Context: an optimization exercise on an open-source flow, tuned for small area, a short achievable clock period and few clock cycles per item. The choices shown serve that exercise and are no tape-out recipe. Only simulation tests tie the RTL to the original design; equivalence was not proved.

## flow/design.v (module list and top-level ports; edited modules follow where they fit)
// module abkf_div_step: 29 lines
// module abkf_fu: 1289 lines
// module abkf_add: 14 lines
// module abkf_mag: 6 lines
// module angle_bias_kalman_filter: 401 lines
module angle_bias_kalman_filter #(
  parameter int unsigned FRAC_BITS  = 16,
  parameter int unsigned DATA_WIDTH = 32
) (
  input  logic                           clk_i,
  input  logic                           rst_ni,
  input  logic                           in_valid_i,
  output logic                           in_stall_o,
  input  logic signed [31:0]             measured_angle_i,
  input  logic signed [31:0]             gyro_rate_i,
  input  logic [15:0]                    time_step_i,
  output logic                           out_valid_o,
  input  logic                           out_stall_i,
  output logic signed [31:0]             angle_estimate_o,
  output logic signed [31:0]             bias_estimate_o,
  input  logic                           cfg_valid_i,
  output logic                           cfg_ready_o,
  input  logic [abkf_pkg::CFG_IDX_W-1:0] cfg_index_i,
  input  logic [31:0]                    cfg_data_i
);
  // ...
==> flow/run.sh <==
#!/bin/bash
# synth_recipe.tcl (not shown) runs the flow's synth.tcl, then flattens the netlist and writes it again
# the make line also repeats each setting of config.mk as NAME=value (left out here)
make -C /OpenROAD-flow-scripts/flow DESIGN_CONFIG=/design/flow/config.mk WORK_HOME=/design/flow/orfs CLKGATE_MAP_FILE= SYNTH_SCRIPT=/design/flow/synth_recipe.tcl finish
==> flow/config.mk <==
export PLATFORM = sky130hd
export DESIGN_NAME = angle_bias_kalman_filter
export DESIGN_NICKNAME = angle_bias_kalman_filter
export VERILOG_FILES = /design/flow/design.v
export SDC_FILE = /design/flow/constraint.sdc
export NUM_CORES = 4
export LEC_CHECK = 0
export CAP_MARGIN = 20
export CORE_MARGIN = 2
export CORE_UTILIZATION = 40
export SLEW_MARGIN = 20
==> flow/constraint.sdc <==
create_clock -name core_clock -period 12.0 [get_ports {clk_i}]
set_input_delay 2.4000 -clock core_clock [delete_from_list [all_inputs] [get_ports {clk_i}]]
set_output_delay 2.4000 -clock core_clock [all_outputs]
set_load 0.01 [all_outputs]
==> summary.md, run 1 <==
| Metric | Value |
|---|---|
| Number of synthesized flops with an enable pin | 189 |
| Fraction of area in registers | 0.236 |
| Wire length of the first global-routing pass | 437000 um |
| Buffers added on ports | between 150 and 200 |
| H-tree depth reported by CTS | 3 |
| Met2 Track Usage GR | 0.541 |
| Highest attainable clock frequency | 107 MHz |
| Non-CTS inverters | 327 |
| Flip-flop and latch area | 0.0163 mm2 |
| Post-CTS Setup Repair Bufs | 0 |
| Min-delay worst type | reg -> reg |
| Buffers and inverters on the worst path | 3 |
| Highest signal layer in the routed design | met5 |
| CP Cell Sequence | buf_4, a22oi_1, nand4_1, xor2_1, fa_1, inv_1, fa_1, fa_1, inv_1, fa_1, ha_1, nand4_1, nor4b_1, o211ai_1, nand3_1, nand4_1, a21o_1, a221oi_1, and3_1, and2_1, nor2_2, or3b_2, a31oi_1 |
| Cell depth of the worst min-delay path | 2 |
| Final GP Congestion | approximately 1.1 |
| FF-to-FF setup slack | 2640 ps |
| Run status | complete, no violations |
| Slew of the pin with the lowest slew margin | 1320 ps |
| Kind of start point of the critical path | register |
| Multi-input gate share of total cell area | 0.619 |
| Boundary Pins | 186 |
| Most congested layer reported by global routing | met2 |
| Clock network area share | 0.0402 |
| FF+latch count | 640 |
| Worst reg2reg startpoint | xsel_q[3]$_DFF_PN0_ |
| Share of post-route cells with drive strength above 1 | 0.0966 |
| Final WS setup | 2640 ps |
| Hold path startpoint | fq0_q$_DFF_P_ |
| Number of warnings printed during yosys synthesis | 6 |
| DIE AREA | 0.159 mm2 |
| Max-cap check violation count | 0 |
| M1 wire length | 123000 um |
| Post-cts resize count | 0 |
| Half-perimeter wire length of the detailed placement result | 237000 um |
Testbench counts, summed over its fixed seeds: cycles 25,216, items 1,200.
==> module angle_bias_kalman_filter, before the edit <==
module angle_bias_kalman_filter #(
  parameter int unsigned FRAC_BITS  = 16,
  parameter int unsigned DATA_WIDTH = 32
) (
  input  logic                           clk_i,
  input  logic                           rst_ni,
  input  logic                           in_valid_i,
  output logic                           in_stall_o,
  input  logic signed [31:0]             measured_angle_i,
  input  logic signed [31:0]             gyro_rate_i,
  input  logic [15:0]                    time_step_i,
  output logic                           out_valid_o,
  input  logic                           out_stall_i,
  output logic signed [31:0]             angle_estimate_o,
  output logic signed [31:0]             bias_estimate_o,
  input  logic                           cfg_valid_i,
  output logic                           cfg_ready_o,
  input  logic [abkf_pkg::CFG_IDX_W-1:0] cfg_index_i,
  input  logic [31:0]                    cfg_data_i
);
  localparam logic [3:0] ST_IDLE = 4'd0;    
  localparam logic [3:0] ST_C    = 4'd1;    
  localparam logic [3:0] ST_U1   = 4'd2;    
  localparam logic [3:0] ST_U2   = 4'd3;    
  localparam logic [3:0] ST_T    = 4'd4;    
  localparam logic [3:0] ST_S    = 4'd5;    
  localparam logic [3:0] ST_Y    = 4'd6;    
  localparam logic [3:0] ST_DIV  = 4'd7;    
  localparam logic [3:0] ST_FIX  = 4'd8;    
  localparam logic [3:0] ST_K10  = 4'd9;    
  localparam logic [3:0] ST_K11  = 4'd10;   
  localparam logic [3:0] ST_K00  = 4'd11;   
  localparam logic [3:0] ST_K01  = 4'd12;   
  localparam logic [3:0] ST_KB   = 4'd13;   
  localparam logic [3:0] ST_KA   = 4'd14;   
  localparam logic signed [31:0] ONE = 32'sd65536;
  localparam int X_ANG = 0, X_P10 = 1, X_P00 = 2, X_P01 = 3, X_P11 = 4, X_BIAS = 5, X_M = 6;
  localparam int F_T1 = 0, F_ANG = 1, F_P10 = 2, F_P00 = 3, F_P01 = 4, F_P11 = 5, F_BIAS = 6,
                 F_R0 = 7, F_R1 = 8;
  localparam int AX_G = 0, AX_T1 = 1, AX_P00 = 2, AX_M = 3;
  localparam int AY_BIAS = 0, AY_P10 = 1, AY_QA = 2, AY_RM = 3, AY_ANG = 4;
  localparam int D_C = 0, D_T1 = 1;
  logic signed [31:0] ang_q, bias_q, p00_q, p01_q, p10_q, p11_q;
  logic [30:0]        qa_q, qb_q, rm_q;
  logic [3:0]         st_q, st_d;
  logic [1:0]         ph_q, ph_d;
  logic               ov_q, ov_d;
  logic               stall_q, stall_d;
  logic signed [31:0] fa_q, fa_d;
  logic [9:0]         one_q, two_q, neg_q, one_d, two_d, neg_d;
  logic [18:0]        fb_q, fb_d;
  logic               fneg_q, fneg_d, fnegx_q, fnegx_d, fwide_q, fwide_d, kone_q, kone_d;
  logic [6:0]         xsel_q, xsel_d;
  logic [8:0]         fdst_q, fdst_d;
  logic [3:0]         axs_q, axs_d;
  logic [4:0]         ays_q, ays_d;
  logic [1:0]         adst_q, adst_d;
  logic               asub_q, asub_d;
  logic signed [31:0] t1_q, c_q;
  logic [31:0]        d_q, q0_q, q1_q, r1_q;
  logic signed [34:0] r0_q;
  logic               kn0_q, kn1_q, dz_q, gen_q, lost0_q, lost1_q, fq0_q, fq1_q;
  logic               wovf_q, wsgn_q;
  logic [4:0]         dc_q;
  logic [31:0]        d_d, q0_d, q1_d, r1_d;
  logic signed [34:0] r0_d;
  logic               kn0_d, kn1_d, dz_d, gen_d, lost0_d, lost1_d, fq0_d, fq1_d;
  logic               wovf_d, wsgn_d;
  logic [4:0]         dc_d;
  logic signed [31:0] px, py, pres, ax, ay, ares;
  assign px = axs_q[AX_M] ? measured_angle_i : gyro_rate_i;
  assign py = axs_q[AX_M] ? ang_q : bias_q;
  abkf_add u_padd (.x_i(px), .y_i(py), .sub_i(1'b1), .res_o(pres));
  always_comb begin
    ax = '0;
    ay = '0;
    if (axs_q[AX_T1])  ax = ax | t1_q;
    if (axs_q[AX_P00]) ax = ax | p00_q;
    if (ays_q[AY_P10])  ay = ay | p10_q;
    if (ays_q[AY_QA])   ay = ay | $signed({1'b0, qa_q});
    if (ays_q[AY_RM])   ay = ay | $signed({1'b0, rm_q});
  end
  abkf_add u_add (.x_i(ax), .y_i(ay), .sub_i(asub_q), .res_o(ares));
  logic signed [31:0] fx, fres, msat;
  logic signed [34:0] fo;
  logic [31:0]        wres;
  logic               wovf, wsgn;
  assign msat = wovf_q ? (wsgn_q ? 32'sh8000_0000 : 32'sh7fff_ffff) : $signed(r1_q);
  always_comb begin
    fx = '0;
    if (xsel_q[X_ANG])  fx = fx | ang_q;
    if (xsel_q[X_P10])  fx = fx | p10_q;
    if (xsel_q[X_P00])  fx = fx | p00_q;
    if (xsel_q[X_P01])  fx = fx | p01_q;
    if (xsel_q[X_P11])  fx = fx | p11_q;
    if (xsel_q[X_BIAS]) fx = fx | bias_q;
    if (xsel_q[X_M])    fx = fx | msat;
  end
  abkf_fu u_fu (
    .a_i(fa_q), .one_i(one_q), .two_i(two_q), .neg_i(neg_q), .nega_i(fneg_q),
    .x_i(fx), .negx_i(fnegx_q), .wide_i(fwide_q), .ext_i(r0_q),
    .fo_o(fo), .res_o(fres), .wres_o(wres), .wovf_o(wovf), .wsgn_o(wsgn)
  );
  logic [31:0] n0, n1, dmag;
  logic [31:0] r0n, r1n, q0n, q1n;
  logic        l0n, l1n;
  logic [1:0]  fill;
  abkf_mag u_m0 (.x_i(p00_q), .m_o(n0));
  abkf_mag u_m1 (.x_i(p10_q), .m_o(n1));
  abkf_mag u_md (.x_i(ares),  .m_o(dmag));
  assign fill[0] = gen_q && (dc_q >= 5'd16);
  assign fill[1] = gen_q && (dc_q >= 5'd16);
  abkf_div_step u_l0 (.d_i(d_q), .r_i(r0_q[31:0]), .q_i(q0_q), .fill_i(fill),
                      .r_o(r0n), .q_o(q0n), .lost_o(l0n));
  abkf_div_step u_l1 (.d_i(d_q), .r_i(r1_q), .q_i(q1_q), .fill_i(fill),
                      .r_o(r1n), .q_o(q1n), .lost_o(l1n));
  logic div_redo, div_run;
  assign div_run  = (st_q == ST_Y && !dz_q) || st_q == ST_DIV;
  assign div_redo = div_run && !gen_q && dc_q == 5'd1 && (q0_q[1] | q1_q[1]);
  always_comb begin
    d_d = d_q; q0_d = q0_q; q1_d = q1_q; r0_d = r0_q; r1_d = r1_q;
    kn0_d = kn0_q; kn1_d = kn1_q; dz_d = dz_q; gen_d = gen_q;
    lost0_d = lost0_q; lost1_d = lost1_q; fq0_d = fq0_q; fq1_d = fq1_q; dc_d = dc_q;
    wovf_d = wovf_q; wsgn_d = wsgn_q;
    if (st_q == ST_S) begin
      d_d     = dmag;
      dz_d    = (ares == '0);
      kn0_d   = p00_q[31] ^ ares[31];
      kn1_d   = p10_q[31] ^ ares[31];
      r0_d    = {7'b0, n0[31:4]};
      q0_d    = {n0[3:0], 28'd0};
      r1_d    = {4'b0, n1[31:4]};
      q1_d    = {n1[3:0], 28'd0};
      gen_d   = 1'b0;
      lost0_d = 1'b0;
      lost1_d = 1'b0;
      fq0_d   = 1'b1;
      fq1_d   = 1'b1;
      dc_d    = '0;
    end else if (st_q == ST_Y && dz_q) begin
      q0_d = '0;
      q1_d = '0;
    end else if (div_redo) begin
      r0_d  = '0;
      q0_d  = n0;
      r1_d  = '0;
      q1_d  = n1;
      gen_d = 1'b1;
      dc_d  = '0;
    end else if (div_run) begin
      r0_d    = {3'b0, r0n};
      q0_d    = q0n;
      r1_d    = r1n;
      q1_d    = q1n;
      lost0_d = lost0_q | l0n;
      lost1_d = lost1_q | l1n;
      dc_d    = dc_q + 5'd1;
    end else if (st_q == ST_FIX) begin
      if (lost0_q || q0_q[31]) q0_d = kn0_q ? 32'h8000_0000 : 32'h7fff_ffff;
      if (lost1_q || q1_q[31]) q1_d = kn1_q ? 32'h8000_0000 : 32'h7fff_ffff;
      fq0_d = !(lost0_q || q0_q[31]) && q0_q[30:19] == '0;
      fq1_d = !(lost1_q || q1_q[31]) && q1_q[30:19] == '0;
    end else begin
      if (fdst_q[F_R0]) r0_d = fo;
      if (fdst_q[F_R1]) begin
        r1_d   = wres;
        wovf_d = wovf;
        wsgn_d = wsgn;
      end
    end
  end
  always_ff @(posedge clk_i) begin
    d_q <= d_d; q0_q <= q0_d; q1_q <= q1_d; r0_q <= r0_d; r1_q <= r1_d;
    kn0_q <= kn0_d; kn1_q <= kn1_d; dz_q <= dz_d; gen_q <= gen_d;
    lost0_q <= lost0_d; lost1_q <= lost1_d; fq0_q <= fq0_d; fq1_q <= fq1_d; dc_q <= dc_d;
    wovf_q <= wovf_d; wsgn_q <= wsgn_d;
  end
  logic kdone, hold_out;
  assign kdone    = (ph_q == 2'd2) || (ph_q == 2'd0 && kone_q);
  assign hold_out = ov_q && out_stall_i;
  always_comb begin
    st_d = st_q;
    ph_d = ph_q;
    ov_d = hold_out;
    unique case (st_q)
      ST_IDLE: if (in_valid_i) st_d = ST_C;
      ST_C:    if (!hold_out) st_d = ST_U1;    
      ST_U1:   st_d = ST_U2;
      ST_U2:   st_d = ST_T;
      ST_T:    st_d = ST_S;
      ST_S:    st_d = ST_Y;
      ST_Y:    st_d = dz_q ? ST_K10 : ST_DIV;
      ST_DIV: begin
        if (div_redo) st_d = ST_DIV;
        else if (!gen_q && dc_q == 5'd9) st_d = ST_K10;
        else if (gen_q && dc_q == 5'd23) st_d = ST_FIX;
      end
      ST_FIX:  st_d = ST_K10;
      default: begin    
        if (kdone) begin
          ph_d = 2'd0;
          if (st_q == ST_KA) begin
            st_d = in_valid_i ? ST_C : ST_IDLE;
            ov_d = 1'b1;
          end else begin
            st_d = st_q + 4'd1;
          end
        end else begin
          ph_d = ph_q + 2'd1;
        end
      end
    endcase
  end
  logic        nkn, nsub, nsm;
  logic [31:0] nkm;
  logic        nfq;
  function automatic logic small28(input logic [31:0] v);
    small28 = (v[31:28] == 4'h0) || (v[31:28] == 4'hf);
  endfunction
  always_comb begin
    nkn = kn0_q; nkm = q0_d; nfq = fq0_d; nsub = 1'b1; nsm = 1'b1;
    unique case (st_d)
      ST_K10: begin nkn = kn1_q; nkm = q1_d; nfq = fq1_d; nsm = small28(p00_q); end
      ST_K11: begin nkn = kn1_q; nkm = q1_d; nfq = fq1_d; nsm = small28(p01_q); end
      ST_K00: begin nkn = kn0_q; nkm = q0_d; nfq = fq0_d; nsm = small28(p00_q); end
      ST_K01: begin nkn = kn0_q; nkm = q0_d; nfq = fq0_d; nsm = small28(p01_q); end
      ST_KB:  begin nkn = kn1_q; nkm = q1_d; nfq = fq1_d; nsub = 1'b0; nsm = small28(c_q); end
      ST_KA:  begin nkn = kn0_q; nkm = q0_d; nfq = fq0_d; nsub = 1'b0; nsm = small28(c_q); end
      default: ;
    endcase
    kone_d = nfq && (nsm || dz_q);
  end
  always_comb begin
    xsel_d = '0; fdst_d = '0; fneg_d = 1'b0; fnegx_d = 1'b0; fwide_d = 1'b0;
    axs_d = '0; ays_d = '0; adst_d = '0; asub_d = 1'b1;
    fb_d = fb_q;
    fa_d = fa_q;
    if (st_q == ST_IDLE || st_q == ST_KA) fb_d = {3'b0, time_step_i};
    unique case (st_d)
      ST_IDLE: begin
        axs_d[AX_G] = 1'b1; ays_d[AY_BIAS] = 1'b1; adst_d[D_C] = 1'b1;
      end
      ST_C: begin
        fa_d = p11_q; xsel_d[X_P01] = 1'b1; fnegx_d = 1'b1; fdst_d[F_T1] = 1'b1;
      end
      ST_U1: begin
        fa_d = c_q; xsel_d[X_ANG] = 1'b1; fdst_d[F_ANG] = 1'b1;
        axs_d[AX_T1] = 1'b1; ays_d[AY_P10] = 1'b1; adst_d[D_T1] = 1'b1;
      end
      ST_U2: begin
        fa_d = p11_q; fneg_d = 1'b1; xsel_d[X_P10] = 1'b1; fdst_d[F_P10] = 1'b1;
        axs_d[AX_T1] = 1'b1; ays_d[AY_QA] = 1'b1; asub_d = 1'b0; adst_d[D_T1] = 1'b1;
      end
      ST_T: begin
        fa_d = ares; xsel_d[X_P00] = 1'b1; fdst_d[F_P00] = 1'b1;
      end
      ST_S: begin
        fa_d = p11_q; fneg_d = 1'b1; xsel_d[X_P01] = 1'b1; fdst_d[F_P01] = 1'b1;
        axs_d[AX_P00] = 1'b1; ays_d[AY_RM] = 1'b1; asub_d = 1'b0;
      end
      ST_Y: begin
        fa_d = $signed({1'b0, qb_q}); xsel_d[X_P11] = 1'b1; fdst_d[F_P11] = 1'b1;
        axs_d[AX_M] = 1'b1; ays_d[AY_ANG] = 1'b1; adst_d[D_C] = 1'b1;
      end
      ST_DIV, ST_FIX: ;
      default: begin    
        if (ph_d == 2'd2) begin
          fb_d = 19'h10000; fnegx_d = nsub;
          xsel_d[X_M] = 1'b1;
          unique case (st_d)
            ST_K10:  begin fa_d = p10_q;  fdst_d[F_P10] = 1'b1; end
            ST_K11:  begin fa_d = p11_q;  fdst_d[F_P11] = 1'b1; end
            ST_K00:  begin fa_d = p00_q;  fdst_d[F_P00] = 1'b1; end
            ST_K01:  begin fa_d = p01_q;  fdst_d[F_P01] = 1'b1; end
            ST_KB:   begin fa_d = bias_q; fdst_d[F_BIAS] = 1'b1; end
            default: begin fa_d = ang_q;  fdst_d[F_ANG] = 1'b1; end
          endcase
        end else begin
          unique case (st_d)
            ST_K10, ST_K00: fa_d = p00_q;
            ST_K11, ST_K01: fa_d = p01_q;
            default:        fa_d = c_q;
          endcase
          if (ph_d == 2'd1) begin
            fneg_d = nkn; fb_d = {3'b0, nkm[31:19], 3'b0}; fwide_d = 1'b1; fdst_d[F_R1] = 1'b1;
          end else if (kone_d) begin
            fneg_d = nkn ^ nsub; fb_d = nkm[18:0];
            unique case (st_d)
              ST_K10:  begin xsel_d[X_P10] = 1'b1;  fdst_d[F_P10] = 1'b1; end
              ST_K11:  begin xsel_d[X_P11] = 1'b1;  fdst_d[F_P11] = 1'b1; end
              ST_K00:  begin xsel_d[X_P00] = 1'b1;  fdst_d[F_P00] = 1'b1; end
              ST_K01:  begin xsel_d[X_P01] = 1'b1;  fdst_d[F_P01] = 1'b1; end
              ST_KB:   begin xsel_d[X_BIAS] = 1'b1; fdst_d[F_BIAS] = 1'b1; end
              default: begin xsel_d[X_ANG] = 1'b1;  fdst_d[F_ANG] = 1'b1; end
            endcase
          end else begin
            fneg_d = nkn; fb_d = nkm[18:0]; fdst_d[F_R0] = 1'b1;
          end
        end
        if (st_d == ST_KA) begin
          axs_d[AX_G] = 1'b1; ays_d[AY_BIAS] = 1'b1;
          if (ph_d == 2'd2 || (ph_d == 2'd0 && kone_d)) adst_d[D_C] = 1'b1;
        end
      end
    endcase
    for (int k = 0; k < 10; k++) begin
      logic b2, b1, b0;
      b2 = (2 * k + 1 < 19) ? fb_d[2 * k + 1] : 1'b0;
      b1 = (2 * k < 19) ? fb_d[2 * k] : 1'b0;
      b0 = (k > 0) ? fb_d[2 * k - 1] : 1'b0;
      one_d[k] = b1 ^ b0;
      two_d[k] = (b2 & ~b1 & ~b0) | (~b2 & b1 & b0);
      neg_d[k] = b2 ^ fneg_d;
    end
    stall_d = (st_d != ST_Y);
  end
  always_ff @(posedge clk_i or negedge rst_ni) begin
    if (!rst_ni) begin
      st_q    <= ST_IDLE;
      ph_q    <= 2'd0;
      ov_q    <= 1'b0;
      stall_q <= 1'b1;
      xsel_q  <= '0;
      fdst_q  <= '0;
      fnegx_q <= 1'b0;
      fwide_q <= 1'b0;
      kone_q  <= 1'b0;
      axs_q   <= 4'b0001;
      ays_q   <= 5'b00001;
      adst_q  <= 2'b01;
      asub_q  <= 1'b1;
    end else begin
      st_q    <= st_d;
      ph_q    <= ph_d;
      ov_q    <= ov_d;
      stall_q <= stall_d;
      xsel_q  <= xsel_d;
      fdst_q  <= fdst_d;
      fnegx_q <= fnegx_d;
      fwide_q <= fwide_d;
      kone_q  <= kone_d;
      axs_q   <= axs_d;
      ays_q   <= ays_d;
      adst_q  <= adst_d;
      asub_q  <= asub_d;
    end
  end
  always_ff @(posedge clk_i) begin
    fb_q   <= fb_d;
    fa_q   <= fa_d;
    fneg_q <= fneg_d;
    one_q  <= one_d;
    two_q  <= two_d;
    neg_q  <= neg_d;
  end
  always_ff @(posedge clk_i or negedge rst_ni) begin
    if (!rst_ni) begin
      ang_q  <= '0;
      bias_q <= '0;
      p00_q  <= ONE;
      p01_q  <= '0;
      p10_q  <= '0;
      p11_q  <= ONE;
      qa_q   <= 31'd66;
      qb_q   <= 31'd197;
      rm_q   <= 31'd1966;
    end else begin
      if (fdst_q[F_ANG])  ang_q  <= fres;
      if (fdst_q[F_BIAS]) bias_q <= fres;
      if (fdst_q[F_P00])  p00_q  <= fres;
      if (fdst_q[F_P01])  p01_q  <= fres;
      if (fdst_q[F_P10])  p10_q  <= fres;
      if (fdst_q[F_P11])  p11_q  <= fres;
      if (cfg_valid_i) begin
        unique case (cfg_index_i)
          2'd0: qa_q <= cfg_data_i[30:0];
          2'd1: qb_q <= cfg_data_i[30:0];
          2'd2: rm_q <= cfg_data_i[30:0];
          default: begin
            ang_q  <= $signed(cfg_data_i);
            bias_q <= '0;
            p00_q  <= ONE;
            p01_q  <= '0;
            p10_q  <= '0;
            p11_q  <= ONE;
          end
        endcase
      end
    end
  end
  always_ff @(posedge clk_i) begin
    if (fdst_q[F_T1]) t1_q <= fres;
    else if (adst_q[D_T1]) t1_q <= ares;
    if (adst_q[D_C]) c_q <= pres;
  end
  assign in_stall_o       = stall_q;
  assign out_valid_o      = ov_q;
  assign cfg_ready_o      = 1'b1;
  assign angle_estimate_o = ang_q;
  assign bias_estimate_o  = bias_q;
endmodule
==> inputs of run 2 (changes only) <==
--- a/flow/design.v
+++ b/flow/design.v
@@ -27,110 +27,175 @@
     assign lost[k] = fill_i[k] & q[k][31];
   end
   assign r_o    = r[2];
   assign q_o    = q[2];
   assign lost_o = |lost;
 endmodule
 module abkf_fu (
   input  logic signed [31:0]   a_i,
+  input  logic signed [31:0]   an_i,
   input  logic [9:0]         one_i,
   input  logic [9:0]         two_i,
   input  logic [9:0]         neg_i,
+  input  logic [9:0]         onen_i,
+  input  logic [9:0]         twon_i,
+  input  logic [9:0]         negn_i,
   input  logic                 nega_i,
   input  logic signed [31:0]   x_i,
   input  logic                 negx_i,
   input  logic                 wide_i,
   input  logic signed [34:0]   ext_i,
   output logic signed [34:0]   fo_o,
   output logic signed [31:0]   res_o,
   output logic [31:0]          wres_o,
   output logic                 wovf_o,
   output logic                 wsgn_o
 );
   wire one0 = one_i[0];
   wire two0 = two_i[0];
   wire neg0 = neg_i[0];
+  wire oneh0 = ~onen_i[0];
+  wire twoh0 = ~twon_i[0];
+  wire negh0 = ~negn_i[0];
   wire one1 = one_i[1];
   wire two1 = two_i[1];
   wire neg1 = neg_i[1];
+  wire oneh1 = ~onen_i[1];
+  wire twoh1 = ~twon_i[1];
+  wire negh1 = ~negn_i[1];
   wire one2 = one_i[2];
   wire two2 = two_i[2];
   wire neg2 = neg_i[2];
+  wire oneh2 = ~onen_i[2];
+  wire twoh2 = ~twon_i[2];
+  wire negh2 = ~negn_i[2];
   wire one3 = one_i[3];
   wire two3 = two_i[3];
   wire neg3 = neg_i[3];
+  wire oneh3 = ~onen_i[3];
+  wire twoh3 = ~twon_i[3];
+  wire negh3 = ~negn_i[3];
   wire one4 = one_i[4];
   wire two4 = two_i[4];
   wire neg4 = neg_i[4];
+  wire oneh4 = ~onen_i[4];
+  wire twoh4 = ~twon_i[4];
+  wire negh4 = ~negn_i[4];
   wire one5 = one_i[5];
   wire two5 = two_i[5];
   wire neg5 = neg_i[5];
+  wire oneh5 = ~onen_i[5];
+  wire twoh5 = ~twon_i[5];
+  wire negh5 = ~negn_i[5];
   wire one6 = one_i[6];
   wire two6 = two_i[6];
   wire neg6 = neg_i[6];
+  wire oneh6 = ~onen_i[6];
+  wire twoh6 = ~twon_i[6];
+  wire negh6 = ~negn_i[6];
   wire one7 = one_i[7];
   wire two7 = two_i[7];
   wire neg7 = neg_i[7];
+  wire oneh7 = ~onen_i[7];
+  wire twoh7 = ~twon_i[7];
+  wire negh7 = ~negn_i[7];
   wire one8 = one_i[8];
   wire two8 = two_i[8];
   wire neg8 = neg_i[8];
+  wire oneh8 = ~onen_i[8];
+  wire twoh8 = ~twon_i[8];
+  wire negh8 = ~negn_i[8];
   wire one9 = one_i[9];
   wire two9 = two_i[9];
   wire neg9 = neg_i[9];
-  wire [33:0] ae = {a_i[31], a_i[31], a_i};
+  wire oneh9 = ~onen_i[9];
+  wire twoh9 = ~twon_i[9];
+  wire negh9 = ~negn_i[9];
+  wire [33:0] ae0 = {a_i[31], a_i[31], a_i};
+  wire [33:0] ae1 = ~{an_i[31], an_i[31], an_i};
   wire [33:0] pp0;
-  assign pp0[0] = (one0 & ae[0]) ^ neg0;
-  for (genvar i = 1; i < 34; i++) begin : g_pp0
-    assign pp0[i] = ((one0 & ae[i]) | (two0 & ae[i-1])) ^ neg0;
+  assign pp0[0] = (one0 & ae0[0]) ^ neg0;
+  for (genvar i = 1; i < 17; i++) begin : g_pp0
+    assign pp0[i] = ((one0 & ae0[i]) | (two0 & ae0[i-1])) ^ neg0;
+  end
+  for (genvar i = 17; i < 34; i++) begin : g_pph0
+    assign pp0[i] = ((oneh0 & ae0[i]) | (twoh0 & ae0[i-1])) ^ negh0;
   end
   wire [33:0] pp1;
-  assign pp1[0] = (one1 & ae[0]) ^ neg1;
-  for (genvar i = 1; i < 34; i++) begin : g_pp1
-    assign pp1[i] = ((one1 & ae[i]) | (two1 & ae[i-1])) ^ neg1;
+  assign pp1[0] = (one1 & ae0[0]) ^ neg1;
+  for (genvar i = 1; i < 17; i++) begin : g_pp1
+    assign pp1[i] = ((one1 & ae0[i]) | (two1 & ae0[i-1])) ^ neg1;
+  end
+  for (genvar i = 17; i < 34; i++) begin : g_pph1
+    assign pp1[i] = ((oneh1 & ae0[i]) | (twoh1 & ae0[i-1])) ^ negh1;
   end
   wire [33:0] pp2;
-  assign pp2[0] = (one2 & ae[0]) ^ neg2;
-  for (genvar i = 1; i < 34; i++) begin : g_pp2
-    assign pp2[i] = ((one2 & ae[i]) | (two2 & ae[i-1])) ^ neg2;
+  assign pp2[0] = (one2 & ae0[0]) ^ neg2;
+  for (genvar i = 1; i < 17; i++) begin : g_pp2
+    assign pp2[i] = ((one2 & ae0[i]) | (two2 & ae0[i-1])) ^ neg2;
+  end
+  for (genvar i = 17; i < 34; i++) begin : g_pph2
+    assign pp2[i] = ((oneh2 & ae0[i]) | (twoh2 & ae0[i-1])) ^ negh2;
   end
   wire [33:0] pp3;
-  assign pp3[0] = (one3 & ae[0]) ^ neg3;
-  for (genvar i = 1; i < 34; i++) begin : g_pp3
-    assign pp3[i] = ((one3 & ae[i]) | (two3 & ae[i-1])) ^ neg3;
+  assign pp3[0] = (one3 & ae0[0]) ^ neg3;
+  for (genvar i = 1; i < 17; i++) begin : g_pp3
+    assign pp3[i] = ((one3 & ae0[i]) | (two3 & ae0[i-1])) ^ neg3;
+  end
+  for (genvar i = 17; i < 34; i++) begin : g_pph3
+    assign pp3[i] = ((oneh3 & ae0[i]) | (twoh3 & ae0[i-1])) ^ negh3;
   end
   wire [33:0] pp4;
-  assign pp4[0] = (one4 & ae[0]) ^ neg4;
-  for (genvar i = 1; i < 34; i++) begin : g_pp4
-    assign pp4[i] = ((one4 & ae[i]) | (two4 & ae[i-1])) ^ neg4;
+  assign pp4[0] = (one4 & ae0[0]) ^ neg4;
+  for (genvar i = 1; i < 17; i++) begin : g_pp4
+    assign pp4[i] = ((one4 & ae0[i]) | (two4 & ae0[i-1])) ^ neg4;
+  end
+  for (genvar i = 17; i < 34; i++) begin : g_pph4
+    assign pp4[i] = ((oneh4 & ae0[i]) | (twoh4 & ae0[i-1])) ^ negh4;
   end
   wire [33:0] pp5;
-  assign pp5[0] = (one5 & ae[0]) ^ neg5;
-  for (genvar i = 1; i < 34; i++) begin : g_pp5
-    assign pp5[i] = ((one5 & ae[i]) | (two5 & ae[i-1])) ^ neg5;
+  assign pp5[0] = (one5 & ae1[0]) ^ neg5;
+  for (genvar i = 1; i < 17; i++) begin : g_pp5
+    assign pp5[i] = ((one5 & ae1[i]) | (two5 & ae1[i-1])) ^ neg5;
+  end
+  for (genvar i = 17; i < 34; i++) begin : g_pph5
+    assign pp5[i] = ((oneh5 & ae1[i]) | (twoh5 & ae1[i-1])) ^ negh5;
   end
   wire [33:0] pp6;
-  assign pp6[0] = (one6 & ae[0]) ^ neg6;
-  for (genvar i = 1; i < 34; i++) begin : g_pp6
-    assign pp6[i] = ((one6 & ae[i]) | (two6 & ae[i-1])) ^ neg6;
+  assign pp6[0] = (one6 & ae1[0]) ^ neg6;
+  for (genvar i = 1; i < 17; i++) begin : g_pp6
+    assign pp6[i] = ((one6 & ae1[i]) | (two6 & ae1[i-1])) ^ neg6;
+  end
+  for (genvar i = 17; i < 34; i++) begin : g_pph6
+    assign pp6[i] = ((oneh6 & ae1[i]) | (twoh6 & ae1[i-1])) ^ negh6;
   end
   wire [33:0] pp7;
-  assign pp7[0] = (one7 & ae[0]) ^ neg7;
-  for (genvar i = 1; i < 34; i++) begin : g_pp7
-    assign pp7[i] = ((one7 & ae[i]) | (two7 & ae[i-1])) ^ neg7;
+  assign pp7[0] = (one7 & ae1[0]) ^ neg7;
+  for (genvar i = 1; i < 17; i++) begin : g_pp7
+    assign pp7[i] = ((one7 & ae1[i]) | (two7 & ae1[i-1])) ^ neg7;
+  end
+  for (genvar i = 17; i < 34; i++) begin : g_pph7
+    assign pp7[i] = ((oneh7 & ae1[i]) | (twoh7 & ae1[i-1])) ^ negh7;
   end
   wire [33:0] pp8;
-  assign pp8[0] = (one8 & ae[0]) ^ neg8;
-  for (genvar i = 1; i < 34; i++) begin : g_pp8
-    assign pp8[i] = ((one8 & ae[i]) | (two8 & ae[i-1])) ^ neg8;
+  assign pp8[0] = (one8 & ae1[0]) ^ neg8;
+  for (genvar i = 1; i < 17; i++) begin : g_pp8
+    assign pp8[i] = ((one8 & ae1[i]) | (two8 & ae1[i-1])) ^ neg8;
+  end
+  for (genvar i = 17; i < 34; i++) begin : g_pph8
+    assign pp8[i] = ((oneh8 & ae1[i]) | (twoh8 & ae1[i-1])) ^ negh8;
   end
   wire [33:0] pp9;
-  assign pp9[0] = (one9 & ae[0]) ^ neg9;
-  for (genvar i = 1; i < 34; i++) begin : g_pp9
-    assign pp9[i] = ((one9 & ae[i]) | (two9 & ae[i-1])) ^ neg9;
+  assign pp9[0] = (one9 & ae1[0]) ^ neg9;
+  for (genvar i = 1; i < 17; i++) begin : g_pp9
+    assign pp9[i] = ((one9 & ae1[i]) | (two9 & ae1[i-1])) ^ neg9;
+  end
+  for (genvar i = 17; i < 34; i++) begin : g_pph9
+    assign pp9[i] = ((oneh9 & ae1[i]) | (twoh9 & ae1[i-1])) ^ negh9;
   end
   wire [32:0] xe = {x_i[31], x_i} ^ {33{negx_i}};
   wire rneg = a_i[31] ^ nega_i;
   wire rr0 = wide_i ? ext_i[0] : rneg;
   wire rr1 = wide_i ? ext_i[1] : rneg;
   wire rr2 = wide_i ? ext_i[2] : rneg;
   wire rr3 = wide_i ? ext_i[3] : rneg;
   wire rr4 = wide_i ? ext_i[4] : rneg;
@@ -1334,16 +1399,34 @@
   end
 endmodule
 module abkf_mag (
   input  logic signed [31:0] x_i,
   output logic [31:0]        m_o
 );
   assign m_o = x_i[31] ? (32'd0 - x_i) : x_i;
 endmodule
+module abkf_add3 (
+  input  logic signed [31:0] x_i,
+  input  logic signed [31:0] y_i,
+  input  logic [30:0]        z_i,
+  output logic signed [31:0] res_o
+);
+  logic signed [32:0] d;
+  logic signed [33:0] w;
+  assign d = {x_i[31], x_i} - {y_i[31], y_i};
+  assign w = {{2{x_i[31]}}, x_i} - {{2{y_i[31]}}, y_i} + {3'b000, z_i};
+  always_comb begin
+    if (d[32:31] == 2'b01) res_o = 32'sh7fff_ffff;              
+    else if (d[32:31] == 2'b10) res_o = {1'b1, z_i};            
+    else if (w[33:31] == 3'b000 || w[33:31] == 3'b111) res_o = w[31:0];
+    else if (w[33]) res_o = 32'sh8000_0000;
+    else res_o = 32'sh7fff_ffff;
+  end
+endmodule
 module angle_bias_kalman_filter #(
   parameter int unsigned FRAC_BITS  = 16,
   parameter int unsigned DATA_WIDTH = 32
 ) (
   input  logic                           clk_i,
   input  logic                           rst_ni,
   input  logic                           in_valid_i,
   output logic                           in_stall_o,
@@ -1357,159 +1440,155 @@
   input  logic                           cfg_valid_i,
   output logic                           cfg_ready_o,
   input  logic [abkf_pkg::CFG_IDX_W-1:0] cfg_index_i,
   input  logic [31:0]                    cfg_data_i
 );
   localparam logic [3:0] ST_IDLE = 4'd0;    
   localparam logic [3:0] ST_C    = 4'd1;    
   localparam logic [3:0] ST_U1   = 4'd2;    
-  localparam logic [3:0] ST_U2   = 4'd3;    
-  localparam logic [3:0] ST_T    = 4'd4;    
-  localparam logic [3:0] ST_S    = 4'd5;    
-  localparam logic [3:0] ST_Y    = 4'd6;    
-  localparam logic [3:0] ST_DIV  = 4'd7;    
-  localparam logic [3:0] ST_FIX  = 4'd8;    
-  localparam logic [3:0] ST_K10  = 4'd9;    
-  localparam logic [3:0] ST_K11  = 4'd10;   
-  localparam logic [3:0] ST_K00  = 4'd11;   
-  localparam logic [3:0] ST_K01  = 4'd12;   
-  localparam logic [3:0] ST_KB   = 4'd13;   
-  localparam logic [3:0] ST_KA   = 4'd14;   
+  localparam logic [3:0] ST_T    = 4'd3;    
+  localparam logic [3:0] ST_S    = 4'd4;    
+  localparam logic [3:0] ST_Y    = 4'd5;    
+  localparam logic [3:0] ST_DIV  = 4'd6;    
+  localparam logic [3:0] ST_FIX  = 4'd7;    
+  localparam logic [3:0] ST_K10  = 4'd8;    
+  localparam logic [3:0] ST_K11  = 4'd9;    
+  localparam logic [3:0] ST_K00  = 4'd10;   
+  localparam logic [3:0] ST_K01  = 4'd11;   
+  localparam logic [3:0] ST_KB   = 4'd12;   
+  localparam logic [3:0] ST_KA   = 4'd13;   
   localparam logic signed [31:0] ONE = 32'sd65536;
   localparam int X_ANG = 0, X_P10 = 1, X_P00 = 2, X_P01 = 3, X_P11 = 4, X_BIAS = 5, X_M = 6;
   localparam int F_T1 = 0, F_ANG = 1, F_P10 = 2, F_P00 = 3, F_P01 = 4, F_P11 = 5, F_BIAS = 6,
                  F_R0 = 7, F_R1 = 8;
   localparam int AX_G = 0, AX_T1 = 1, AX_P00 = 2, AX_M = 3;
-  localparam int AY_BIAS = 0, AY_P10 = 1, AY_QA = 2, AY_RM = 3, AY_ANG = 4;
+  localparam int AY_P10 = 0, AY_RM = 1;
   localparam int D_C = 0, D_T1 = 1;
   logic signed [31:0] ang_q, bias_q, p00_q, p01_q, p10_q, p11_q;
   logic [30:0]        qa_q, qb_q, rm_q;
   logic [3:0]         st_q, st_d;
   logic [1:0]         ph_q, ph_d;
   logic               ov_q, ov_d;
   logic               stall_q, stall_d;
-  logic signed [31:0] fa_q, fa_d;
+  logic signed [31:0] fa_q, fa_d, fan_q;
   logic [9:0]         one_q, two_q, neg_q, one_d, two_d, neg_d;
+  logic [9:0]         onen_q, twon_q, negn_q;
   logic [18:0]        fb_q, fb_d;
   logic               fneg_q, fneg_d, fnegx_q, fnegx_d, fwide_q, fwide_d, kone_q, kone_d;
   logic [6:0]         xsel_q, xsel_d;
   logic [8:0]         fdst_q, fdst_d;
   logic [3:0]         axs_q, axs_d;
-  logic [4:0]         ays_q, ays_d;
+  logic [1:0]         ays_q, ays_d;
   logic [1:0]         adst_q, adst_d;
   logic               asub_q, asub_d;
   logic signed [31:0] t1_q, c_q;
-  logic [31:0]        d_q, q0_q, q1_q, r1_q;
+  logic [31:0]        d_q, q0_q, q1_q;
+  logic [32:0]        r1_q;
   logic signed [34:0] r0_q;
   logic               kn0_q, kn1_q, dz_q, gen_q, lost0_q, lost1_q, fq0_q, fq1_q;
   logic               wovf_q, wsgn_q;
   logic [4:0]         dc_q;
-  logic [31:0]        d_d, q0_d, q1_d, r1_d;
+  logic [31:0]        d_d, q0_d, q1_d;
+  logic [32:0]        r1_d;
   logic signed [34:0] r0_d;
   logic               kn0_d, kn1_d, dz_d, gen_d, lost0_d, lost1_d, fq0_d, fq1_d;
   logic               wovf_d, wsgn_d;
   logic [4:0]         dc_d;
-  logic signed [31:0] px, py, pres, ax, ay, ares;
+  logic signed [31:0] px, py, pres, ares, ares2;
   assign px = axs_q[AX_M] ? measured_angle_i : gyro_rate_i;
   assign py = axs_q[AX_M] ? ang_q : bias_q;
   abkf_add u_padd (.x_i(px), .y_i(py), .sub_i(1'b1), .res_o(pres));
-  always_comb begin
-    ax = '0;
-    ay = '0;
-    if (axs_q[AX_T1])  ax = ax | t1_q;
-    if (axs_q[AX_P00]) ax = ax | p00_q;
-    if (ays_q[AY_P10])  ay = ay | p10_q;
-    if (ays_q[AY_QA])   ay = ay | $signed({1'b0, qa_q});
-    if (ays_q[AY_RM])   ay = ay | $signed({1'b0, rm_q});
-  end
-  abkf_add u_add (.x_i(ax), .y_i(ay), .sub_i(asub_q), .res_o(ares));
+  abkf_add u_add (.x_i(p00_q), .y_i($signed({1'b0, rm_q})), .sub_i(1'b0), .res_o(ares));
+  abkf_add3 u_add3 (.x_i(t1_q), .y_i(p10_q), .z_i(qa_q), .res_o(ares2));
   logic signed [31:0] fx, fres, msat;
   logic signed [34:0] fo;
   logic [31:0]        wres;
   logic               wovf, wsgn;
-  assign msat = wovf_q ? (wsgn_q ? 32'sh8000_0000 : 32'sh7fff_ffff) : $signed(r1_q);
+  assign msat = wovf_q ? (wsgn_q ? 32'sh8000_0000 : 32'sh7fff_ffff) : $signed(r1_q[31:0]);
   always_comb begin
     fx = '0;
     if (xsel_q[X_ANG])  fx = fx | ang_q;
     if (xsel_q[X_P10])  fx = fx | p10_q;
     if (xsel_q[X_P00])  fx = fx | p00_q;
     if (xsel_q[X_P01])  fx = fx | p01_q;
     if (xsel_q[X_P11])  fx = fx | p11_q;
     if (xsel_q[X_BIAS]) fx = fx | bias_q;
     if (xsel_q[X_M])    fx = fx | msat;
   end
   abkf_fu u_fu (
-    .a_i(fa_q), .one_i(one_q), .two_i(two_q), .neg_i(neg_q), .nega_i(fneg_q),
+    .a_i(fa_q), .an_i(fan_q), .one_i(one_q), .two_i(two_q), .neg_i(neg_q),
+    .onen_i(onen_q), .twon_i(twon_q), .negn_i(negn_q), .nega_i(fneg_q),
     .x_i(fx), .negx_i(fnegx_q), .wide_i(fwide_q), .ext_i(r0_q),
     .fo_o(fo), .res_o(fres), .wres_o(wres), .wovf_o(wovf), .wsgn_o(wsgn)
   );
   logic [31:0] n0, n1, dmag;
-  logic [31:0] r0n, r1n, q0n, q1n;
+  logic [31:0] r0n, r1n;
+  logic [31:0] q0n, q1n;
   logic        l0n, l1n;
   logic [1:0]  fill;
   abkf_mag u_m0 (.x_i(p00_q), .m_o(n0));
   abkf_mag u_m1 (.x_i(p10_q), .m_o(n1));
   abkf_mag u_md (.x_i(ares),  .m_o(dmag));
   assign fill[0] = gen_q && (dc_q >= 5'd16);
   assign fill[1] = gen_q && (dc_q >= 5'd16);
   abkf_div_step u_l0 (.d_i(d_q), .r_i(r0_q[31:0]), .q_i(q0_q), .fill_i(fill),
                       .r_o(r0n), .q_o(q0n), .lost_o(l0n));
-  abkf_div_step u_l1 (.d_i(d_q), .r_i(r1_q), .q_i(q1_q), .fill_i(fill),
+  abkf_div_step u_l1 (.d_i(d_q), .r_i(r1_q[31:0]), .q_i(q1_q), .fill_i(fill),
                       .r_o(r1n), .q_o(q1n), .lost_o(l1n));
   logic div_redo, div_run;
-  assign div_run  = (st_q == ST_Y && !dz_q) || st_q == ST_DIV;
+  assign div_run  = (st_q == ST_Y || st_q == ST_DIV) && !dz_q;
   assign div_redo = div_run && !gen_q && dc_q == 5'd1 && (q0_q[1] | q1_q[1]);
   always_comb begin
     d_d = d_q; q0_d = q0_q; q1_d = q1_q; r0_d = r0_q; r1_d = r1_q;
     kn0_d = kn0_q; kn1_d = kn1_q; dz_d = dz_q; gen_d = gen_q;
     lost0_d = lost0_q; lost1_d = lost1_q; fq0_d = fq0_q; fq1_d = fq1_q; dc_d = dc_q;
     wovf_d = wovf_q; wsgn_d = wsgn_q;
     if (st_q == ST_S) begin
       d_d     = dmag;
       dz_d    = (ares == '0);
       kn0_d   = p00_q[31] ^ ares[31];
       kn1_d   = p10_q[31] ^ ares[31];
       r0_d    = {7'b0, n0[31:4]};
       q0_d    = {n0[3:0], 28'd0};
-      r1_d    = {4'b0, n1[31:4]};
+      r1_d    = {5'b0, n1[31:4]};
       q1_d    = {n1[3:0], 28'd0};
       gen_d   = 1'b0;
       lost0_d = 1'b0;
       lost1_d = 1'b0;
       fq0_d   = 1'b1;
       fq1_d   = 1'b1;
       dc_d    = '0;
-    end else if (st_q == ST_Y && dz_q) begin
+    end else if (st_q == ST_DIV && dz_q) begin
       q0_d = '0;
       q1_d = '0;
     end else if (div_redo) begin
       r0_d  = '0;
       q0_d  = n0;
       r1_d  = '0;
       q1_d  = n1;
       gen_d = 1'b1;
       dc_d  = '0;
     end else if (div_run) begin
       r0_d    = {3'b0, r0n};
       q0_d    = q0n;
-      r1_d    = r1n;
+      r1_d    = {1'b0, r1n};
       q1_d    = q1n;
       lost0_d = lost0_q | l0n;
       lost1_d = lost1_q | l1n;
       dc_d    = dc_q + 5'd1;
     end else if (st_q == ST_FIX) begin
       if (lost0_q || q0_q[31]) q0_d = kn0_q ? 32'h8000_0000 : 32'h7fff_ffff;
       if (lost1_q || q1_q[31]) q1_d = kn1_q ? 32'h8000_0000 : 32'h7fff_ffff;
       fq0_d = !(lost0_q || q0_q[31]) && q0_q[30:19] == '0;
       fq1_d = !(lost1_q || q1_q[31]) && q1_q[30:19] == '0;
     end else begin
       if (fdst_q[F_R0]) r0_d = fo;
       if (fdst_q[F_R1]) begin
-        r1_d   = wres;
+        r1_d   = {1'b0, wres};
         wovf_d = wovf;
         wsgn_d = wsgn;
       end
     end
   end
   always_ff @(posedge clk_i) begin
     d_q <= d_d; q0_q <= q0_d; q1_q <= q1_d; r0_q <= r0_d; r1_q <= r1_d;
     kn0_q <= kn0_d; kn1_q <= kn1_d; dz_q <= dz_d; gen_q <= gen_d;
@@ -1521,23 +1600,23 @@
   assign hold_out = ov_q && out_stall_i;
   always_comb begin
     st_d = st_q;
     ph_d = ph_q;
     ov_d = hold_out;
     unique case (st_q)
       ST_IDLE: if (in_valid_i) st_d = ST_C;
       ST_C:    if (!hold_out) st_d = ST_U1;    
-      ST_U1:   st_d = ST_U2;
-      ST_U2:   st_d = ST_T;
+      ST_U1:   st_d = ST_T;
       ST_T:    st_d = ST_S;
       ST_S:    st_d = ST_Y;
-      ST_Y:    st_d = dz_q ? ST_K10 : ST_DIV;
+      ST_Y:    st_d = ST_DIV;
       ST_DIV: begin
-        if (div_redo) st_d = ST_DIV;
+        if (dz_q) st_d = ST_K10;
+        else if (div_redo) st_d = ST_DIV;
         else if (!gen_q && dc_q == 5'd9) st_d = ST_K10;
         else if (gen_q && dc_q == 5'd23) st_d = ST_FIX;
       end
       ST_FIX:  st_d = ST_K10;
       default: begin    
         if (kdone) begin
           ph_d = 2'd0;
           if (st_q == ST_KA) begin
@@ -1574,41 +1653,42 @@
   always_comb begin
     xsel_d = '0; fdst_d = '0; fneg_d = 1'b0; fnegx_d = 1'b0; fwide_d = 1'b0;
     axs_d = '0; ays_d = '0; adst_d = '0; asub_d = 1'b1;
     fb_d = fb_q;
     fa_d = fa_q;
     if (st_q == ST_IDLE || st_q == ST_KA) fb_d = {3'b0, time_step_i};
     unique case (st_d)
       ST_IDLE: begin
-        axs_d[AX_G] = 1'b1; ays_d[AY_BIAS] = 1'b1; adst_d[D_C] = 1'b1;
+        axs_d[AX_G] = 1'b1; adst_d[D_C] = 1'b1;
       end
       ST_C: begin
         fa_d = p11_q; xsel_d[X_P01] = 1'b1; fnegx_d = 1'b1; fdst_d[F_T1] = 1'b1;
       end
       ST_U1: begin
-        fa_d = c_q; xsel_d[X_ANG] = 1'b1; fdst_d[F_ANG] = 1'b1;
-        axs_d[AX_T1] = 1'b1; ays_d[AY_P10] = 1'b1; adst_d[D_T1] = 1'b1;
-      end
-      ST_U2: begin
         fa_d = p11_q; fneg_d = 1'b1; xsel_d[X_P10] = 1'b1; fdst_d[F_P10] = 1'b1;
-        axs_d[AX_T1] = 1'b1; ays_d[AY_QA] = 1'b1; asub_d = 1'b0; adst_d[D_T1] = 1'b1;
+        axs_d[AX_T1] = 1'b1; ays_d[AY_P10] = 1'b1; adst_d[D_T1] = 1'b1;
       end
       ST_T: begin
-        fa_d = ares; xsel_d[X_P00] = 1'b1; fdst_d[F_P00] = 1'b1;
+        fa_d = ares2; xsel_d[X_P00] = 1'b1; fdst_d[F_P00] = 1'b1;
       end
       ST_S: begin
-        fa_d = p11_q; fneg_d = 1'b1; xsel_d[X_P01] = 1'b1; fdst_d[F_P01] = 1'b1;
+        fa_d = c_q; xsel_d[X_ANG] = 1'b1; fdst_d[F_ANG] = 1'b1;
         axs_d[AX_P00] = 1'b1; ays_d[AY_RM] = 1'b1; asub_d = 1'b0;
       end
       ST_Y: begin
-        fa_d = $signed({1'b0, qb_q}); xsel_d[X_P11] = 1'b1; fdst_d[F_P11] = 1'b1;
-        axs_d[AX_M] = 1'b1; ays_d[AY_ANG] = 1'b1; adst_d[D_C] = 1'b1;
+        fa_d = p11_q; fneg_d = 1'b1; xsel_d[X_P01] = 1'b1; fdst_d[F_P01] = 1'b1;
+        axs_d[AX_M] = 1'b1; adst_d[D_C] = 1'b1;
+      end
+      ST_DIV: begin
+        if (st_q == ST_Y) begin
+          fa_d = $signed({1'b0, qb_q}); xsel_d[X_P11] = 1'b1; fdst_d[F_P11] = 1'b1;
+        end
       end
-      ST_DIV, ST_FIX: ;
+      ST_FIX: ;
       default: begin    
         if (ph_d == 2'd2) begin
           fb_d = 19'h10000; fnegx_d = nsub;
           xsel_d[X_M] = 1'b1;
           unique case (st_d)
             ST_K10:  begin fa_d = p10_q;  fdst_d[F_P10] = 1'b1; end
             ST_K11:  begin fa_d = p11_q;  fdst_d[F_P11] = 1'b1; end
             ST_K00:  begin fa_d = p00_q;  fdst_d[F_P00] = 1'b1; end
@@ -1634,17 +1714,17 @@
               ST_KB:   begin xsel_d[X_BIAS] = 1'b1; fdst_d[F_BIAS] = 1'b1; end
               default: begin xsel_d[X_ANG] = 1'b1;  fdst_d[F_ANG] = 1'b1; end
             endcase
           end else begin
             fneg_d = nkn; fb_d = nkm[18:0]; fdst_d[F_R0] = 1'b1;
           end
         end
         if (st_d == ST_KA) begin
-          axs_d[AX_G] = 1'b1; ays_d[AY_BIAS] = 1'b1;
+          axs_d[AX_G] = 1'b1;
           if (ph_d == 2'd2 || (ph_d == 2'd0 && kone_d)) adst_d[D_C] = 1'b1;
         end
       end
     endcase
     for (int k = 0; k < 10; k++) begin
       logic b2, b1, b0;
       b2 = (2 * k + 1 < 19) ? fb_d[2 * k + 1] : 1'b0;
       b1 = (2 * k < 19) ? fb_d[2 * k] : 1'b0;
@@ -1662,17 +1742,17 @@
       ov_q    <= 1'b0;
       stall_q <= 1'b1;
       xsel_q  <= '0;
       fdst_q  <= '0;
       fnegx_q <= 1'b0;
       fwide_q <= 1'b0;
       kone_q  <= 1'b0;
       axs_q   <= 4'b0001;
-      ays_q   <= 5'b00001;
+      ays_q   <= 2'b00;
       adst_q  <= 2'b01;
       asub_q  <= 1'b1;
     end else begin
       st_q    <= st_d;
       ph_q    <= ph_d;
       ov_q    <= ov_d;
       stall_q <= stall_d;
       xsel_q  <= xsel_d;
@@ -1684,20 +1764,24 @@
       ays_q   <= ays_d;
       adst_q  <= adst_d;
       asub_q  <= asub_d;
     end
   end
   always_ff @(posedge clk_i) begin
     fb_q   <= fb_d;
     fa_q   <= fa_d;
+    fan_q  <= ~fa_d;
     fneg_q <= fneg_d;
     one_q  <= one_d;
     two_q  <= two_d;
     neg_q  <= neg_d;
+    onen_q <= ~one_d;
+    twon_q <= ~two_d;
+    negn_q <= ~neg_d;
   end
   always_ff @(posedge clk_i or negedge rst_ni) begin
     if (!rst_ni) begin
       ang_q  <= '0;
       bias_q <= '0;
       p00_q  <= ONE;
       p01_q  <= '0;
       p10_q  <= '0;
@@ -1726,17 +1810,17 @@
             p11_q  <= ONE;
           end
         endcase
       end
     end
   end
   always_ff @(posedge clk_i) begin
     if (fdst_q[F_T1]) t1_q <= fres;
-    else if (adst_q[D_T1]) t1_q <= ares;
+    else if (adst_q[D_T1]) t1_q <= ares2;
     if (adst_q[D_C]) c_q <= pres;
   end
   assign in_stall_o       = stall_q;
   assign out_valid_o      = ov_q;
   assign cfg_ready_o      = 1'b1;
   assign angle_estimate_o = ang_q;
   assign bias_estimate_o  = bias_q;
 endmodule
--- a/flow/config.mk
+++ b/flow/config.mk
@@ -3,9 +3,10 @@
 export DESIGN_NICKNAME = angle_bias_kalman_filter
 export VERILOG_FILES = /design/flow/design.v
 export SDC_FILE = /design/flow/constraint.sdc
 export NUM_CORES = 4
 export LEC_CHECK = 0
 export CAP_MARGIN = 20
 export CORE_MARGIN = 2
 export CORE_UTILIZATION = 40
+export SETUP_SLACK_MARGIN = 5
 export SLEW_MARGIN = 20
==> run 2 against run 1 <==
Against the previous run:
- still clean on timing, DRC and antenna
- core utilization increased by 3.7 points
- sequential cell count grew 58
- via count increased by 11%
- design area grew 14%
- clock skew fell by 16 ps
- die area rose by 5.5%
- synthesized area rose by 5.5%
- critical path depth up 4
- register-to-register slack improved by 1600 ps
- cell count increased by 11%
- critical path type unchanged
- critical endpoint is now t1_q[9]$_DFFE_PP_
==> summary.md, run 2 <==
| Metric | Value |
|---|---|
| Run status | complete, no violations (unchanged) |
| Setup crit end kind | register (unchanged) |
| Share of flip-flops with an asynchronous set or reset | 0.450 (was 0.497) |
| Global routing usage summed across all routing layers | 0.425 (was 0.385) |
| Detailed-routing iteration count for the pre-antenna-repair pass | 9 (unchanged) |
| Area growth from synthesis to layout | 20.2% (was 11.1%) |
| Most common cell after layout, fill and taps aside | o21ai_0 (was a21oi_1) |
| Starting DRT DRC Count | 9429 (was 8625) |
| Vias post-DR | 66.6k (was 60.2k) |
| Max-slew violation total from the final report | 0 (unchanged) |
| Clock transition time at the flip-flop clock pins of the worst setup and hold paths | 60 ps (was 70 ps) |
| Largest area contributor in the synthesized netlist | dfrtp_1 (unchanged) |
| Largest driver fanout on the critical path | 5 (was 21) |
| Leading cell type by number of instances after synthesis | a21oi_1 (was clkbuf_1) |
| Routed via count divided by cell count | 6.67 (was 6.65) |
| Share of post-route cells with drive strength above 1 | 0.197 (was 0.0966) |
| Final Skew | 44.0 ps (was 60.2 ps) |
| Max-cap check violation count | 0 (unchanged) |
| Hold path startpoint | fq1_q$_DFF_P_ (was fq0_q$_DFF_P_) |
| Post-synthesis compound-gate area fraction | 0.263 (was 0.255) |
| H-tree depth reported by CTS | 3 (unchanged) |
| Worst reg2reg startpoint | wovf_q$_DFFE_PP_ (was xsel_q[3]$_DFF_PN0_) |
| Wire length of the first global-routing pass | 502000 um (was 437000 um) |
| Netlist area before placement | 0.0657 mm2 (was 0.0623 mm2) |
| Residual DRC count | 0 (unchanged) |
| Root Buffer Master | clkbuf_16 (unchanged) |
| Post-synthesis sequential area ratio | 0.261 (was 0.262) |
| Post-synthesis cell count | 7564 (was 7033) |
| Crit path arrival time | 8240 ps (was 10020 ps) |
| TritonCTS clock tree | yes (unchanged) |
| Fillers | 15.7k (was 15.0k) |
| Total negative setup slack | 0 ps (unchanged) |
| Post-Place Cell Area | 0.0702 mm2 (was 0.0664 mm2) |
| Distinct cell type count after synthesis | 105 (was 109) |
| Kind of start point of the critical path | register (unchanged) |
| RSZ-0062 raised after global routing | yes (was no) |
| Half-perimeter wire length of the detailed placement result | 280000 um (was 237000 um) |
| Utilization after layout | 0.485 (was 0.448) |
| Die width | 409 um (was 399 um) |
| Final hold violation count | 0 (unchanged) |
| Commonest cells post-synth | a21oi_1 (707), o21ai_0 (591), nand2_1 (462), nor2_1 (462), clkbuf_1 (458) (was clkbuf_1 (510), nor2_1 (500), a21oi_1 (499)) |
| Initial antenna violation count | 47 (was 31) |
| Core area | 0.163 mm2 (was 0.154 mm2) |
| Adder-Cell Fraction of Synth Area | 0.163 (was 0.159) |
| Required arrival time at the worst endpoint | 12450 ps (was 12670 ps) |
| Worst slew margin | 0.142 (was 0.117) |
| Number of sinks handled by clock tree synthesis | 698 (was 640) |
| DIE HEIGHT | 409 um (was 399 um) |
| Nets in the synthesized netlist | 8341 (was 7746) |
| Row count | 148 (was 144) |
| Shortest clock period the worst path allows after layout | 7800 ps (was 9360 ps) |
| DIE AREA | 0.168 mm2 (was 0.159 mm2) |
| Post-synthesis simple-gate area fraction | 0.107 (was 0.114) |
| Boundary Pins | 186 (unchanged) |
| Final net count | 8504 (was 7636) |
| Total of flip-flops plus latches after synthesis | 698 (was 640) |
| Final setup violation count | 0 (unchanged) |
| Buffers added on ports | 184 (unchanged) |
| Period utilization | 0.650 (was 0.780) |
| Buffers from clock root to sink, at most | 3 (unchanged) |
| Start-to-end type of the worst setup path | reg -> reg (unchanged) |
| Register name with the most flops | r0_q (unchanged) |
| FF-to-FF setup slack | 4200 ps (was 2640 ps) |
| Post-Syn Area per Cell | 8.69 um2 (was 8.86 um2) |
| Most area-consuming cells after synthesis | dfrtp_1 (11%), fa_1 (9.7%), edfxtp_1 (7.2%) (was dfrtp_1 (12%), fa_1 (10%), edfxtp_1 (9.1%)) |
| Clock latency on the worst-skew pair | 740 ps (was 750 ps) |
| Hold buffer count at CTS | 0 (unchanged) |
| Mux share of post-synthesis cell area | 0.0516 (was 0.0551) |
| Xor/xnor cell area share of the yosys netlist | 0.0982 (was 0.0997) |
| Number of warnings printed during yosys synthesis | 7 (was 6) |
| Min-delay worst type | reg -> reg (unchanged) |
| Total length of routed wires | 369000 um (was 313000 um) |
| Final ANT Viol Nets | 0 (unchanged) |
| Gr ovfl total | 0 (unchanged) |
| Number of global-route vias before repair | 62.6k (was 56.1k) |
| Commonest cells after routing, fill and taps aside | o21ai_0 (516), a21oi_1 (501), nand2_1 (437) (was a21oi_1 (498), nor2_1 (490), a22oi_1 (433)) |
| Clock buffers created by TritonCTS | 86 (was 79) |
| Dominant combinational cell family by area after synthesis | compound AO/OA/AOI/OAI gates (unchanged) |
| Area share of the largest cell type after synthesis | 0.113 (was 0.120) |
| Final GP Congestion | 1.08 (was 1.07) |
| Slew of the pin with the lowest slew margin | 1280 ps (was 1320 ps) |
| Crit path from | wovf_q$_DFFE_PP_ (was xsel_q[3]$_DFF_PN0_) |
| Routed wirelength normalized by instance count | 36.9 um (was 34.6 um) |
| Commonest register cell after synthesis | dfrtp_1 (unchanged) |
| Post-route standard cell area excluding fillers | 0.0790 mm2 (was 0.0692 mm2) |
| Initial standard-cell utilization of the core | 0.403 (about the same) |
| Highest attainable clock frequency | 128 MHz (was 107 MHz) |
| Number of synthesized flops with an enable pin | 157 (was 189) |
| Max reg flops | 35 (unchanged) |
| Largest net degree at the start of global routing | 104 (was 148) |
-- run 2: changes by cell type after synthesis, sizes merged, moves of 67 or more --
cell	delta
dfxtp	+94
o21ai	+153
a21oi	+200
a222oi	-81
a211oi	-104
xnor2	+85
inv	+67
a22oi	-251
o22ai	+259
-- run 2: cell families (layout without fill, tap and decap cells) --
group                      after synthesis  after routing
AOI/OAI and AO/OA                     2705           2707
xor gates and xnor gates               737            737
adders and majority gates              666            666
buffers and inverters                  939           1173
DFF                                    698            698
muxes                                  316            317
other                                    1             22
and+or+nand+nor                       1502           1502
-- run 2: what timing repair did --
item / 4_1_cts / 5_1_grt
resized for setup: 687 / 315
hold endpoints to repair: 0 / 0
endpoints found under the setup margin: 388 / 363
buffers inserted: 131 / 56
gates cloned: 13 / 1
pin swaps: 277 / 128
-- run 2: final cells by class --
cell class,instances,area (um2),share of cell area
Multi-Input combinational cell,5930,48700,0.617
Sequential cell,698,17300,0.218
Timing Repair Buffer,602,5690,0.0720
Tap cell,2175,2720,0.0344
Clock buffer,115,2490,0.0315
Inverter,407,1630,0.0207
Clock inverter,47,429,0.00543
Antenna cell,21,52.6,0.000665
Timing Repair inverter,2,12.5,0.000158
-- run 2: worst paths after layout --
path,cells after the start,end
max,27,t1_q[9]$_DFFE_PP_
min,2,fq1_q$_DFF_P_
max reg2reg,27,t1_q[9]$_DFFE_PP_
min reg2reg,2,fq1_q$_DFF_P_
max in group asynchronous,3,axs_q[3]$_DFF_PN0_
min in group asynchronous,1,bias_q[18]$_DFF_PN0_
-- run 2: metal layers --
layer  wire length (um)  up-vias  global-route usage
li1                   -    27900                   -
met1             143000    33200               0.541
met3              47900      988               0.161
met4              30900       28               0.297
met5                184        -                   0
met2             147000     4603               0.588
-- run 2: worst max-delay path: stages, from the launching register on --
cell and delay [ps]:
edfxtp_1 490, nor2b_4 220, clkbuf_16 180, o21ai_4 230, nand4_1 520, xor2_1 340
fa_2 590, inv_2 70, fa_2 360, fa_1 500, inv_2 50, fa_1 550
ha_4 240, a21oi_4 180, nand2_2 90, a31oi_4 190, o22ai_4 110, or4b_4 560
and3_4 220, a221oi_4 340, buf_6 160, xor2_4 210, nor4_4 50, buf_4 180
mux2_4 380, buf_6 190, a21oi_4 200, mux2i_1 110
-- run 2: through the flow --
step           hold WS (ps)  cells  setup WS [ps]
2_1_floorplan           439   7564           5020
3_3_place_gp            463   9611           2230
3_5_place_dp            468   9612           2100
4_1_cts                 481   9918           4500
5_1_grt                 514   9978           4160
6_report                493   9997           4200
Testbench counts of run 2, summed over its fixed seeds: cycles 24,016, items 1,200.

-- afterwards: timing with drivers on the ports --
The flow's constraints put no driver on any port. The routed layouts listed below were extracted and timed again, unchanged, in two steps. Step 1, drivers: a clkbuf_16 drives clk_i and a buf_2 each remaining input, both assumed. Step 2 adds t to the input delays and takes it off the output delays; t is the mean of the earliest and latest rising clock arrival at the registers after step 1. Input paths then give back, and output paths get back, about the clock's delay inside the block. a / b / c = no drivers / after step 1 / after step 2; a / b = the first two.
run | shift t [ns] | setup slack, ns | worst register clock-pin slew, ns
run 1 | 0.805 | 2.643 / 2.643 / 2.643 | 0.07 / 0.07
run 2 | 0.808 | 4.205 / 4.205 / 4.205 | 0.07 / 0.07
After both steps every run listed still meets setup and hold.
